Source: an optimization exercise on an open RTL-to-GDS flow (aim: small area, a short achievable clock period and few clock cycles per item). Production flows keep margins and buffers that such runs may drop.
In this exercise RTL edits were held to simulation tests only and were not proved equivalent to the original.
Power is estimated from default activity; no workload was simulated.

== run 1 ==
Design rtp_stream_demux_filter_core, start of the top module:
module rtp_stream_demux_filter_core (
    input  wire logic                            i_clk,
    input  wire logic                            i_rst_n,
    input  wire logic                            s_axis_tvalid,
    output logic                                 s_axis_tready,
    input  wire logic [rsdf_pkg::IN_W-1:0]       s_axis_tdata,
    input  wire logic [0:0]                      s_axis_tuser,
    output logic                                 m_axis_tvalid,
    input  wire logic                            m_axis_tready,
    output logic [rsdf_pkg::OUT_W-1:0]           m_axis_tdata,
    input  wire logic                            i_cfg_valid,
    output logic                                 o_cfg_ready,
    input  wire logic [rsdf_pkg::CFG_IDX_W-1:0]  i_cfg_index,
    input  wire logic [rsdf_pkg::CFG_DATA_W-1:0] i_cfg_data
);
==> flow/config.mk <==
export PLATFORM = sky130hd
export DESIGN_NAME = rtp_stream_demux_filter_core
export DESIGN_NICKNAME = rtp_stream_demux_filter_core
export VERILOG_FILES = /design/flow/design.v
export SDC_FILE = /design/flow/constraint.sdc
export NUM_CORES = 4
export LEC_CHECK = 0
export CAP_MARGIN = 0
export CORE_MARGIN = 2
export CORE_UTILIZATION = 60
export SETUP_SLACK_MARGIN = 2.6
export SLEW_MARGIN = 0
==> flow/constraint.sdc <==
create_clock -name core_clock -period 5.0 [get_ports {i_clk}]
set_input_delay 1.0000 -clock core_clock [delete_from_list [all_inputs] [get_ports {i_clk}]]
set_output_delay 1.0000 -clock core_clock [all_outputs]
set_load 0.01 [all_outputs]
standard.sh (not shown) runs the stock make flow with config.mk's settings and CLKGATE_MAP_FILE= SYNTH_SCRIPT=/design/flow/synth_recipe.tcl, a recipe that flattens the netlist after the stock synthesis.
==> flow/flow/run.sh <==
#!/bin/bash
# Standard ORFS layout (the standard.sh) with two changes:
#  - port buffers are buf_2 cells instead of the default delay buffer
#  - CTS without dummy loads, clkbuf_16 clock buffers, sink clusters of up to 25 within 90 um
set -euo pipefail
export BUFFER_PORTS_ARGS="-buffer_cell sky130_fd_sc_hd__buf_2"
export CTS_ARGS="-sink_clustering_enable -repair_clock_nets -dont_use_dummy_load -buf_list sky130_fd_sc_hd__clkbuf_16 -sink_clustering_size 25 -sink_clustering_max_diameter 90"
bash standard.sh finish > flow_make.log 2>&1
Testbench counts of run 1, summed over its fixed seeds: cycles 4,816, items 4,800.
--- input diff run 1..run 2 ---
--- a/flow/design.v
+++ b/flow/design.v
@@ -81,17 +81,25 @@
     logic              r_b_mp;
     logic              r_b_mm;         
     logic              r_b_ptok;
     logic [B_N-1:0]    r_b_cmpb;       
     logic              r_b_fcmpb;      
     logic              r_b_cmpr;       
-    logic              r_b_eqp;        
-    logic [B_N-1:0]    r_p_bwr;
-    logic              r_p_addb;
-    logic              r_p_rem;
-    logic              r_p_rwr;
+    logic [B_N-1:0]    r_p_bwr;        
+    logic              r_b_kill;       
+    logic              r_b_fwdb;       
+    logic              r_b_fwdr;       
+    logic [B_N-1:0] hitb;              
+    logic           hitr;              
+    logic [B_N-1:0] bwr;
+    logic           b_filt, fb, rem, addb, addb_ok, ovfb, other, anyb_after, inb_after;
+    logic           bfull, rfull, addr, addr_ok;
+    logic [B_N-1:0] bfree;
+    logic [R_N-1:0] rfree;
+    logic           res_pass, res_ovf;
+    logic [1:0]     res_reason;
     logic [SW-1:0]     in_ssrc;
     logic [6:0]        in_pt;
     logic              in_mp;
     logic [B_N-1:0]    in_cmpb;
     logic [R_N-1:0]    in_cmpr;
     logic              in_eqb;
@@ -114,31 +122,24 @@
         r_b_mp   <= in_mp;
         r_b_mm   <= in_mm;
         r_b_ptok <= in_ptok;
         r_b_cmpb  <= in_cmpb;
         r_b_fcmpb <= |in_cmpb;
         r_b_cmpr  <= |in_cmpr;
-        r_b_eqp   <= in_eqb;
-    end
-    logic [B_N-1:0] hitb;              
-    logic           hitr;              
-    logic [B_N-1:0] bwr;
-    logic           b_filt, fb, rem, addb, addb_ok, ovfb, other, anyb_after, inb_after;
-    logic           bfull, rfull, addr, addr_ok;
-    logic [B_N-1:0] bfree;
-    logic [R_N-1:0] rfree;
-    logic           res_pass, res_ovf;
-    logic [1:0]     res_reason;
+        r_b_kill  <= in_eqb && rem;
+        r_b_fwdb  <= in_eqb && addb_ok;
+        r_b_fwdr  <= in_eqb && addr_ok;
+    end
     always_comb begin
         bfree = ~r_bnd_valid & (r_bnd_valid + 1'b1);
         rfree = ~r_rem_valid & (r_rem_valid + 1'b1);
         bfull = &r_bnd_valid;
         rfull = &r_rem_valid;
-        hitb       = (r_b_cmpb & ~{B_N{r_b_eqp && r_p_rem}}) | (r_p_bwr & {B_N{r_b_eqp}});
-        fb         = (r_b_fcmpb && !(r_b_eqp && r_p_rem)) || (r_b_eqp && r_p_addb);
-        hitr       = r_b_cmpr || (r_b_eqp && r_p_rwr);
+        hitb       = (r_b_cmpb & ~{B_N{r_b_kill}}) | (r_p_bwr & {B_N{r_b_fwdb}});
+        fb         = (r_b_fcmpb && !r_b_kill) || r_b_fwdb;
+        hitr       = r_b_cmpr || r_b_fwdr;
         b_filt     = r_b_v && !r_b_func;
         rem        = b_filt && fb && r_b_mp && !r_b_mm;
         addb       = b_filt && r_b_mm && !fb;
         addb_ok    = addb && !bfull;
         ovfb       = addb && bfull;
         other      = |(r_bnd_valid & ~hitb);
@@ -164,15 +165,12 @@
         addr_ok = addr && !rfull;
         res_ovf = ovfb || (addr && rfull);
         bwr = bfree & {B_N{addb_ok}};
     end
     always_ff @(posedge i_clk) begin
         r_p_bwr  <= bwr;
-        r_p_addb <= addb_ok;
-        r_p_rem  <= rem;
-        r_p_rwr  <= addr_ok;
     end
     always_ff @(posedge i_clk) begin
         if (!i_rst_n) begin
             r_bnd_valid <= '0;
             r_rem_valid <= '0;
         end else begin
## What came out
Run 2 drops fewer vias than run 1.
Run 2 vs run 1: post-route standard cell area excluding fillers down
Of run 2 and run 1, run 2 shows the higher number of distinct library cells after synthesis, with run 1 below it.
Switching power share of the total across run 2 and run 1: no real change.
Part of the cycle the worst path needs was lower in the run labelled run 2.
Run 2 and run 1 ended up with roughly the same die outline height.
~same via density per instance in run 2 and run 1
Register share of total power down 0.3 points in run 2 wrt run 1
Comparing run 2 and run 1, the higher fill cell instance count of the final layout was measured on run 2.
Die area essentially unchanged between run 1 and run 2.
In run 2 the clock-buffer cell count turned out 1 higher than in run 1.
Testbench counts of run 2, summed over its fixed seeds: cycles 4,816, items 4,800.


rtp_stream_demux_filter_core, a different RTL version from the one above (not shown whole).
For scale: roughly 3,600 cells after synthesis, roughly 1,400 flip-flops, roughly 250 I/O pins, roughly 0.057 mm^2 of cells after synthesis.
export LEC_CHECK = 0
export CAP_MARGIN = 0
export CORE_MARGIN = 2
export CORE_UTILIZATION = 60
export SETUP_SLACK_MARGIN = 2.6
export SLEW_MARGIN = 0
create_clock -name core_clock -period 5.0 [get_ports {i_clk}]
==> flow/flow/run.sh <==
#!/bin/bash
# Standard ORFS layout (the standard.sh) with two changes:
#  - port buffers are buf_2 cells instead of the default delay buffer
#  - CTS without dummy loads, clkbuf_8 clock buffers
set -euo pipefail
export BUFFER_PORTS_ARGS="-buffer_cell sky130_fd_sc_hd__buf_2"
export CTS_ARGS="-sink_clustering_enable -repair_clock_nets -dont_use_dummy_load -buf_list sky130_fd_sc_hd__clkbuf_8"
bash standard.sh finish > flow_make.log 2>&1
Testbench counts at the start, summed over its fixed seeds: cycles 4,816, items 4,800.
Rerun with:
--- a/flow/design.v
+++ b/flow/design.v
@@ -74,25 +74,28 @@
     logic          in_acc;
     logic          out_pop;
     assign s_axis_tready = r_tready;
     assign in_acc        = s_axis_tvalid && r_tready;
     logic              r_b_v;
     logic              r_b_func;
     logic [SW-1:0]     r_b_ssrc;
     logic              r_b_mp;
     logic              r_b_mm;         
     logic              r_b_ptok;
-    logic [B_N-1:0]    r_b_hitb;       
-    logic              r_b_hitr;       
-    logic [B_N-1:0]    b_brm;
-    logic [B_N-1:0]    b_bwr;
-    logic              b_rwr;
+    logic [B_N-1:0]    r_b_cmpb;       
+    logic              r_b_fcmpb;      
+    logic              r_b_cmpr;       
+    logic              r_b_eqp;        
+    logic [B_N-1:0]    r_p_bwr;
+    logic              r_p_addb;
+    logic              r_p_rem;
+    logic              r_p_rwr;
     logic [SW-1:0]     in_ssrc;
     logic [6:0]        in_pt;
     logic              in_mp;
     logic [B_N-1:0]    in_cmpb;
     logic [R_N-1:0]    in_cmpr;
     logic              in_eqb;
     logic              in_ptok;
     logic              in_mm;
     assign in_ssrc = s_axis_tdata[31:0];
     assign in_pt   = s_axis_tdata[38:32];
@@ -104,77 +107,88 @@
     assign in_eqb  = r_b_v && (in_ssrc == r_b_ssrc);
     assign in_ptok = in_pt[6] ? r_pt_hi[in_pt[5:0]] : r_pt_lo[in_pt[5:0]];
     assign in_mm   = in_mp && r_mid_valid &&
                      (s_axis_tdata[103:40] == r_mid_hi) && (s_axis_tdata[167:104] == r_mid_lo);
     always_ff @(posedge i_clk) begin
         r_b_func <= s_axis_tuser[0];
         r_b_ssrc <= in_ssrc;
         r_b_mp   <= in_mp;
         r_b_mm   <= in_mm;
         r_b_ptok <= in_ptok;
-        r_b_hitb <= (in_cmpb & ~b_brm) | (b_bwr & {B_N{in_eqb}});
-        r_b_hitr <= (|in_cmpr) | (b_rwr && in_eqb);
-    end
+        r_b_cmpb  <= in_cmpb;
+        r_b_fcmpb <= |in_cmpb;
+        r_b_cmpr  <= |in_cmpr;
+        r_b_eqp   <= in_eqb;
+    end
+    logic [B_N-1:0] hitb;              
+    logic           hitr;              
+    logic [B_N-1:0] bwr;
     logic           b_filt, fb, rem, addb, addb_ok, ovfb, other, anyb_after, inb_after;
     logic           bfull, rfull, addr, addr_ok;
     logic [B_N-1:0] bfree;
     logic [R_N-1:0] rfree;
     logic           res_pass, res_ovf;
     logic [1:0]     res_reason;
     always_comb begin
         bfree = ~r_bnd_valid & (r_bnd_valid + 1'b1);
         rfree = ~r_rem_valid & (r_rem_valid + 1'b1);
         bfull = &r_bnd_valid;
         rfull = &r_rem_valid;
+        hitb       = (r_b_cmpb & ~{B_N{r_b_eqp && r_p_rem}}) | (r_p_bwr & {B_N{r_b_eqp}});
+        fb         = (r_b_fcmpb && !(r_b_eqp && r_p_rem)) || (r_b_eqp && r_p_addb);
+        hitr       = r_b_cmpr || (r_b_eqp && r_p_rwr);
         b_filt     = r_b_v && !r_b_func;
-        fb         = |r_b_hitb;
         rem        = b_filt && fb && r_b_mp && !r_b_mm;
         addb       = b_filt && r_b_mm && !fb;
         addb_ok    = addb && !bfull;
         ovfb       = addb && bfull;
-        other      = |(r_bnd_valid & ~r_b_hitb);
+        other      = |(r_bnd_valid & ~hitb);
         inb_after  = (fb && !rem) || addb_ok;
         anyb_after = other || inb_after;
         res_pass   = 1'b0;
         res_reason = rsdf_pkg::REASON_NONE;
         addr       = 1'b0;
         if (r_b_func) begin
-            addr = !r_b_hitr;
+            addr = !hitr;
         end else if (anyb_after) begin
             res_pass   = inb_after;
             res_reason = inb_after ? rsdf_pkg::REASON_MID : rsdf_pkg::REASON_NONE;
-        end else if (r_b_hitr) begin
+        end else if (hitr) begin
             res_pass   = 1'b1;
             res_reason = rsdf_pkg::REASON_REMOTE;
         end else if (r_b_ptok) begin
             res_pass   = 1'b1;
             res_reason = rsdf_pkg::REASON_PT;
             addr       = 1'b1;
         end
         addr    = addr && r_b_v;
         addr_ok = addr && !rfull;
         res_ovf = ovfb || (addr && rfull);
-        b_brm = r_b_hitb & {B_N{rem}};
-        b_bwr = bfree & {B_N{addb_ok}};
-        b_rwr = addr_ok;
+        bwr = bfree & {B_N{addb_ok}};
+    end
+    always_ff @(posedge i_clk) begin
+        r_p_bwr  <= bwr;
+        r_p_addb <= addb_ok;
+        r_p_rem  <= rem;
+        r_p_rwr  <= addr_ok;
     end
     always_ff @(posedge i_clk) begin
         if (!i_rst_n) begin
             r_bnd_valid <= '0;
             r_rem_valid <= '0;
         end else begin
             if (mid_wr) begin
                 r_bnd_valid <= '0;
             end else if (rem) begin
-                r_bnd_valid <= r_bnd_valid & ~r_b_hitb;
+                r_bnd_valid <= r_bnd_valid & ~hitb;
             end else if (addb_ok) begin
-                r_bnd_valid <= r_bnd_valid | bfree;
+                r_bnd_valid <= r_bnd_valid | bwr;
             end
             if (addr_ok) begin
                 r_rem_valid <= r_rem_valid | rfree;
             end
         end
     end
     always_ff @(posedge i_clk) begin
         for (int k = 0; k < B_N; k++) begin
             if (bfree[k]) r_bnd_ssrc[k] <= r_b_ssrc;
         end
Outcome: Worst setup slack gains 0.28 ns; design area goes up slightly; worst hold slack gets better by 0.011 ns; die area went up slightly; global-route usage came out lower by 0.26 points; register-to-register slack gains 0.34 ns.
Testbench counts after the change, summed over its fixed seeds: cycles 4,816, items 4,800.


== rev 12 ==
The RTL this note starts from:
==> flow/design.v <==
`default_nettype none
package rsdf_pkg;
    localparam int BOUND_ENTRIES  = 16;
    localparam int REMOTE_ENTRIES = 16;
    localparam int SSRC_W     = 32;
    localparam int PT_W       = 7;
    localparam int MID_W      = 64;
    localparam int MASK_W     = 64;
    localparam int IN_W       = 168;   
    localparam int OUT_W      = 8;     
    localparam int CFG_IDX_W  = 3;
    localparam int CFG_DATA_W = 64;
    localparam logic [CFG_IDX_W-1:0] CFG_MID_VALID  = 3'd0;
    localparam logic [CFG_IDX_W-1:0] CFG_MID_HI     = 3'd1;
    localparam logic [CFG_IDX_W-1:0] CFG_MID_LO     = 3'd2;
    localparam logic [CFG_IDX_W-1:0] CFG_PT_MASK_HI = 3'd3;
    localparam logic [CFG_IDX_W-1:0] CFG_PT_MASK_LO = 3'd4;
    localparam logic [1:0] REASON_NONE   = 2'd0;
    localparam logic [1:0] REASON_MID    = 2'd1;
    localparam logic [1:0] REASON_REMOTE = 2'd2;
    localparam logic [1:0] REASON_PT     = 2'd3;
endpackage
`default_nettype wire
`default_nettype none
module rtp_stream_demux_filter_core (
    input  wire logic                            i_clk,
    input  wire logic                            i_rst_n,
    input  wire logic                            s_axis_tvalid,
    output logic                                 s_axis_tready,
    input  wire logic [rsdf_pkg::IN_W-1:0]       s_axis_tdata,
    input  wire logic [0:0]                      s_axis_tuser,
    output logic                                 m_axis_tvalid,
    input  wire logic                            m_axis_tready,
    output logic [rsdf_pkg::OUT_W-1:0]           m_axis_tdata,
    input  wire logic                            i_cfg_valid,
    output logic                                 o_cfg_ready,
    input  wire logic [rsdf_pkg::CFG_IDX_W-1:0]  i_cfg_index,
    input  wire logic [rsdf_pkg::CFG_DATA_W-1:0] i_cfg_data
);
    localparam int B_N  = rsdf_pkg::BOUND_ENTRIES;
    localparam int R_N  = rsdf_pkg::REMOTE_ENTRIES;
    localparam int SW   = rsdf_pkg::SSRC_W;
    localparam int FD   = 3;                       
    logic                          r_mid_valid;
    logic [rsdf_pkg::MID_W-1:0]    r_mid_hi;
    logic [rsdf_pkg::MID_W-1:0]    r_mid_lo;
    logic [rsdf_pkg::MASK_W-1:0]   r_pt_hi;
    logic [rsdf_pkg::MASK_W-1:0]   r_pt_lo;
    logic cfg_acc, mid_wr;
    assign o_cfg_ready = 1'b1;
    assign cfg_acc     = i_cfg_valid;
    assign mid_wr      = cfg_acc && (i_cfg_index <= rsdf_pkg::CFG_MID_LO);
    logic [rsdf_pkg::CFG_DATA_W-1:0] cfg_d;
    logic [4:0]                      cfg_en;
    assign cfg_d = i_cfg_data & {rsdf_pkg::CFG_DATA_W{i_rst_n}};
    always_comb begin
        for (int i = 0; i < 5; i++) begin
            cfg_en[i] = !i_rst_n || (cfg_acc && i_cfg_index == 3'(i));
        end
    end
    always_ff @(posedge i_clk) begin
        if (cfg_en[rsdf_pkg::CFG_MID_VALID])  r_mid_valid <= cfg_d[0];
        if (cfg_en[rsdf_pkg::CFG_MID_HI])     r_mid_hi    <= cfg_d;
        if (cfg_en[rsdf_pkg::CFG_MID_LO])     r_mid_lo    <= cfg_d;
        if (cfg_en[rsdf_pkg::CFG_PT_MASK_HI]) r_pt_hi     <= cfg_d;
        if (cfg_en[rsdf_pkg::CFG_PT_MASK_LO]) r_pt_lo     <= cfg_d;
    end
    logic [B_N-1:0] r_bnd_valid;
    logic [SW-1:0]  r_bnd_ssrc [B_N];
    logic [R_N-1:0] r_rem_valid;
    logic [SW-1:0]  r_rem_ssrc [R_N];
    logic          r_tready;
    logic [1:0]    r_inflight;         
    logic          in_acc;
    logic          out_pop;
    assign s_axis_tready = r_tready;
    assign in_acc        = s_axis_tvalid && r_tready;
    logic              r_b_v;
    logic              r_b_func;
    logic [SW-1:0]     r_b_ssrc;
    logic              r_b_mp;
    logic [1:0]        r_b_mm;         
    logic              r_b_ptok;
    logic [B_N-1:0]    r_b_cmpb;       
    logic [3:0]        r_b_fcmpb;      
    logic [3:0]        r_b_cmpr;       
    logic [B_N-1:0]    r_p_bwr;        
    logic              r_b_kill;       
    logic              r_b_fwdb;       
    logic              r_b_fwdr;       
    logic [B_N-1:0] hitb;              
    logic           hitr;              
    logic [B_N-1:0] bwr;
    logic           b_filt, fb, rem, addb, addb_ok, ovfb, other, anyb_after, inb_after;
    logic           bfull, rfull, addr, addr_ok;
    logic           r_bfull, r_rfull;   
    logic           b_last, r_last;     
    logic [B_N-1:0] bfree;
    logic [R_N-1:0] rfree;
    logic           res_pass, res_ovf;
    logic [1:0]     res_reason;
    logic [SW-1:0]     in_ssrc;
    logic [6:0]        in_pt;
    logic              in_mp;
    logic [B_N-1:0]    in_cmpb;
    logic [R_N-1:0]    in_cmpr;
    logic              in_eqb;
    logic              in_ptok;
    assign in_ssrc = s_axis_tdata[31:0];
    assign in_pt   = s_axis_tdata[38:32];
    assign in_mp   = s_axis_tdata[39];
    always_comb begin
        for (int k = 0; k < B_N; k++) in_cmpb[k] = r_bnd_valid[k] && (r_bnd_ssrc[k] == in_ssrc);
        for (int k = 0; k < R_N; k++) in_cmpr[k] = r_rem_valid[k] && (r_rem_ssrc[k] == in_ssrc);
    end
    assign in_eqb  = r_b_v && (in_ssrc == r_b_ssrc);
    assign in_ptok = in_pt[6] ? r_pt_hi[in_pt[5:0]] : r_pt_lo[in_pt[5:0]];
    always_ff @(posedge i_clk) begin
        r_b_func <= s_axis_tuser[0];
        r_b_ssrc <= in_ssrc;
        r_b_mp   <= in_mp;
        r_b_mm   <= {in_mp && r_mid_valid && (s_axis_tdata[167:104] == r_mid_lo),
                     in_mp && r_mid_valid && (s_axis_tdata[103:40]  == r_mid_hi)};
        r_b_ptok <= in_ptok;
        r_b_cmpb  <= in_cmpb;
        for (int q = 0; q < 4; q++) begin
            r_b_fcmpb[q] <= |in_cmpb[q*(B_N/4) +: B_N/4];
            r_b_cmpr[q]  <= |in_cmpr[q*(R_N/4) +: R_N/4];
        end
        r_b_kill  <= in_eqb && rem;
        r_b_fwdb  <= in_eqb && addb_ok;
        r_b_fwdr  <= in_eqb && addr_ok;
    end
    always_comb begin
        bfree = ~r_bnd_valid & (r_bnd_valid + 1'b1);
        rfree = ~r_rem_valid & (r_rem_valid + 1'b1);
        bfull = r_bfull;
        rfull = r_rfull;
        hitb       = (r_b_cmpb & ~{B_N{r_b_kill}}) | (r_p_bwr & {B_N{r_b_fwdb}});
        fb         = ((|r_b_fcmpb) && !r_b_kill) || r_b_fwdb;
        hitr       = (|r_b_cmpr) || r_b_fwdr;
        b_filt     = r_b_v && !r_b_func;
        rem        = b_filt && fb && r_b_mp && !(&r_b_mm);
        addb       = b_filt && (&r_b_mm) && !fb;
        addb_ok    = addb && !bfull;
        ovfb       = addb && bfull;
        other      = |(r_bnd_valid & ~hitb);
        inb_after  = (fb && !rem) || addb_ok;
        anyb_after = other || inb_after;
        res_pass   = 1'b0;
        res_reason = rsdf_pkg::REASON_NONE;
        addr       = 1'b0;
        if (r_b_func) begin
            addr = !hitr;
        end else if (anyb_after) begin
            res_pass   = inb_after;
            res_reason = inb_after ? rsdf_pkg::REASON_MID : rsdf_pkg::REASON_NONE;
        end else if (hitr) begin
            res_pass   = 1'b1;
            res_reason = rsdf_pkg::REASON_REMOTE;
        end else if (r_b_ptok) begin
            res_pass   = 1'b1;
            res_reason = rsdf_pkg::REASON_PT;
            addr       = 1'b1;
        end
        addr    = addr && r_b_v;
        addr_ok = addr && !rfull;
        res_ovf = ovfb || (addr && rfull);
        bwr = bfree & {B_N{addb_ok}};
    end
    always_comb begin
        b_last = &(r_bnd_valid | bfree);
        r_last = &(r_rem_valid | rfree);
    end
    always_ff @(posedge i_clk) begin
        if (!i_rst_n) begin
            r_bfull <= 1'b0;
            r_rfull <= 1'b0;
        end else begin
            if (mid_wr || rem) begin
                r_bfull <= 1'b0;
            end else if (addb_ok) begin
                r_bfull <= b_last;
            end
            if (addr_ok) begin
                r_rfull <= r_last;
            end
        end
    end
    always_ff @(posedge i_clk) begin
        r_p_bwr  <= bwr;
    end
    always_ff @(posedge i_clk) begin
        if (!i_rst_n) begin
            r_bnd_valid <= '0;
            r_rem_valid <= '0;
        end else begin
            if (mid_wr) begin
                r_bnd_valid <= '0;
            end else if (rem) begin
                r_bnd_valid <= r_bnd_valid & ~hitb;
            end else if (addb_ok) begin
                r_bnd_valid <= r_bnd_valid | bwr;
            end
            if (addr_ok) begin
                r_rem_valid <= r_rem_valid | rfree;
            end
        end
    end
    always_ff @(posedge i_clk) begin
        for (int k = 0; k < B_N; k++) begin
            if (bfree[k]) r_bnd_ssrc[k] <= r_b_ssrc;
        end
        for (int k = 0; k < R_N; k++) begin
            if (rfree[k]) r_rem_ssrc[k] <= r_b_ssrc;
        end
    end
    logic [3:0]   r_q [FD];
    logic [1:0]   r_cnt;
    logic         r_out_v;
    logic [3:0]   res;
    logic [1:0]   wpos;
    assign res     = {res_ovf, res_reason, res_pass};
    assign out_pop = r_out_v && m_axis_tready;
    assign wpos    = r_cnt - {1'b0, out_pop};
    assign m_axis_tvalid = r_out_v;
    assign m_axis_tdata  = {4'b0000, r_q[0]};
    always_ff @(posedge i_clk) begin
        for (int i = 0; i < FD; i++) begin
            if (r_b_v && wpos == 2'(i)) begin
                r_q[i] <= res;
            end else if (out_pop) begin
                if (i < FD - 1) r_q[i] <= r_q[i + 1];
            end
        end
    end
    logic [1:0] cnt_n, infl_n;
    assign cnt_n  = wpos + {1'b0, r_b_v};
    assign infl_n = r_inflight + {1'b0, in_acc} - {1'b0, out_pop};
    always_ff @(posedge i_clk) begin
        if (!i_rst_n) begin
            r_b_v      <= 1'b0;
            r_cnt      <= '0;
            r_out_v    <= 1'b0;
            r_inflight <= '0;
            r_tready   <= 1'b1;
        end else begin
            r_b_v      <= in_acc;
            r_cnt      <= cnt_n;
            r_out_v    <= (cnt_n != 2'd0);
            r_inflight <= infl_n;
            r_tready   <= (infl_n < 2'(FD));
        end
    end
endmodule
`default_nettype wire
export LEC_CHECK = 0
export CAP_MARGIN = 0
export CORE_MARGIN = 2
export CORE_UTILIZATION = 60
export SETUP_SLACK_MARGIN = 2.7
export SLEW_MARGIN = 0
create_clock -name core_clock -period 5.0 [get_ports {i_clk}]
==> flow/flow/run.sh <==
#!/bin/bash
# Standard ORFS layout (the standard.sh) with two changes:
#  - port buffers are buf_2 cells instead of the default delay buffer
#  - CTS without dummy loads, clkbuf_16 clock buffers, sink clusters of up to 25 within 90 um
set -euo pipefail
export BUFFER_PORTS_ARGS="-buffer_cell sky130_fd_sc_hd__buf_2"
export CTS_ARGS="-sink_clustering_enable -repair_clock_nets -dont_use_dummy_load -buf_list sky130_fd_sc_hd__clkbuf_16 -sink_clustering_size 25 -sink_clustering_max_diameter 90"
bash standard.sh finish > flow_make.log 2>&1
Testbench counts of rev 12, summed over its fixed seeds: cycles 4,816, items 4,800.
The following lists how rev 13 was set up differently from rev 12:
diff --git a/flow/design.v b/flow/design.v
--- a/flow/design.v
+++ b/flow/design.v
@@ -79,11 +79,11 @@
     logic              r_b_func;
     logic [SW-1:0]     r_b_ssrc;
     logic              r_b_mp;
-    logic [1:0]        r_b_mm;         
+    logic              r_b_mm;         
     logic              r_b_ptok;
     logic [B_N-1:0]    r_b_cmpb;       
-    logic [3:0]        r_b_fcmpb;      
-    logic [3:0]        r_b_cmpr;       
+    logic [1:0]        r_b_fcmpb;      
+    logic [1:0]        r_b_cmpr;       
     logic [B_N-1:0]    r_p_bwr;        
     logic              r_b_kill;       
     logic              r_b_fwdb;       
@@ -106,6 +106,7 @@
     logic [R_N-1:0]    in_cmpr;
     logic              in_eqb;
     logic              in_ptok;
+    logic              in_mm;
     assign in_ssrc = s_axis_tdata[31:0];
     assign in_pt   = s_axis_tdata[38:32];
     assign in_mp   = s_axis_tdata[39];
@@ -115,18 +116,17 @@
     end
     assign in_eqb  = r_b_v && (in_ssrc == r_b_ssrc);
     assign in_ptok = in_pt[6] ? r_pt_hi[in_pt[5:0]] : r_pt_lo[in_pt[5:0]];
+    assign in_mm   = in_mp && r_mid_valid &&
+                     (s_axis_tdata[103:40] == r_mid_hi) && (s_axis_tdata[167:104] == r_mid_lo);
     always_ff @(posedge i_clk) begin
         r_b_func <= s_axis_tuser[0];
         r_b_ssrc <= in_ssrc;
         r_b_mp   <= in_mp;
-        r_b_mm   <= {in_mp && r_mid_valid && (s_axis_tdata[167:104] == r_mid_lo),
-                     in_mp && r_mid_valid && (s_axis_tdata[103:40]  == r_mid_hi)};
+        r_b_mm   <= in_mm;
         r_b_ptok <= in_ptok;
         r_b_cmpb  <= in_cmpb;
-        for (int q = 0; q < 4; q++) begin
-            r_b_fcmpb[q] <= |in_cmpb[q*(B_N/4) +: B_N/4];
-            r_b_cmpr[q]  <= |in_cmpr[q*(R_N/4) +: R_N/4];
-        end
+        r_b_fcmpb <= {|in_cmpb[B_N-1:B_N/2], |in_cmpb[B_N/2-1:0]};
+        r_b_cmpr  <= {|in_cmpr[R_N-1:R_N/2], |in_cmpr[R_N/2-1:0]};
         r_b_kill  <= in_eqb && rem;
         r_b_fwdb  <= in_eqb && addb_ok;
         r_b_fwdr  <= in_eqb && addr_ok;
@@ -140,8 +140,8 @@
         fb         = ((|r_b_fcmpb) && !r_b_kill) || r_b_fwdb;
         hitr       = (|r_b_cmpr) || r_b_fwdr;
         b_filt     = r_b_v && !r_b_func;
-        rem        = b_filt && fb && r_b_mp && !(&r_b_mm);
-        addb       = b_filt && (&r_b_mm) && !fb;
+        rem        = b_filt && fb && r_b_mp && !r_b_mm;
+        addb       = b_filt && r_b_mm && !fb;
         addb_ok    = addb && !bfull;
         ovfb       = addb && bfull;
         other      = |(r_bnd_valid & ~hitb);
==> comparison <==
Measured against each other, rev 12 and rev 13 differ in non-clock buffering overhead in the final layout, the lower figure coming from rev 13.
Relative to rev 12, the met1 global-route usage of rev 13 is lower by 3.7 points.
Rev 13 against rev 12: clock sink total fell by 5; wire length reported by the detailed router -6.0%; via count of the first global-routing pass went down 1,143; highest attainable clock frequency higher.
Testbench counts of rev 13, summed over its fixed seeds: cycles 4,816, items 4,800.

-- port drivers added, routing unchanged --
How much do the figures lean on ideal ports? The routed layouts below were timed once more, with nothing changed but the port constraints. Step 1 sets driving cells, clkbuf_16 on the clock port and buf_2 on the other inputs (assumed; they add their load-dependent delay and slew). Step 2 adds t to the input delays and takes it off the output delays; t is the mean of the earliest and latest rising clock arrival at the registers after step 1. Input paths then give back, and output paths get back, about the clock's delay inside the block. Slacks: ideal ports / drivers / drivers and shift; pairs: ideal ports / drivers.
| run | t, ns | setup slack, ns | hold WS [ns] | pins driven straight from the clock port |
|---|---|---|---|---|
| run 1 | 0.727 | 2.465 / 2.512 / 1.785 | 0.431 / 0.378 / 0.469 | 1 |
| run 2 | 0.726 | 2.492 / 2.496 / 1.771 | 0.433 / 0.391 / 0.475 | 1 |
| the first run of note 2 | 0.938 | 2.262 / 2.262 / 1.417 | 0.253 / 0.210 / 0.492 | 1 |
| the second run of note 2 | 0.945 | 2.547 / 2.591 / 1.646 | 0.265 / 0.215 / 0.467 | 1 |
| rev 12 | 0.724 | 2.445 / 2.445 / 1.886 | 0.451 / 0.411 / 0.474 | 1 |
| rev 13 | 0.722 | 2.618 / 2.633 / 1.933 | 0.447 / 0.406 / 0.491 | 1 |
After both steps setup and hold are still met in every run listed. For the second run of note 2, which loses most, drivers alone change the setup slack by +0.044 ns; drivers and shift together by -0.901 ns.
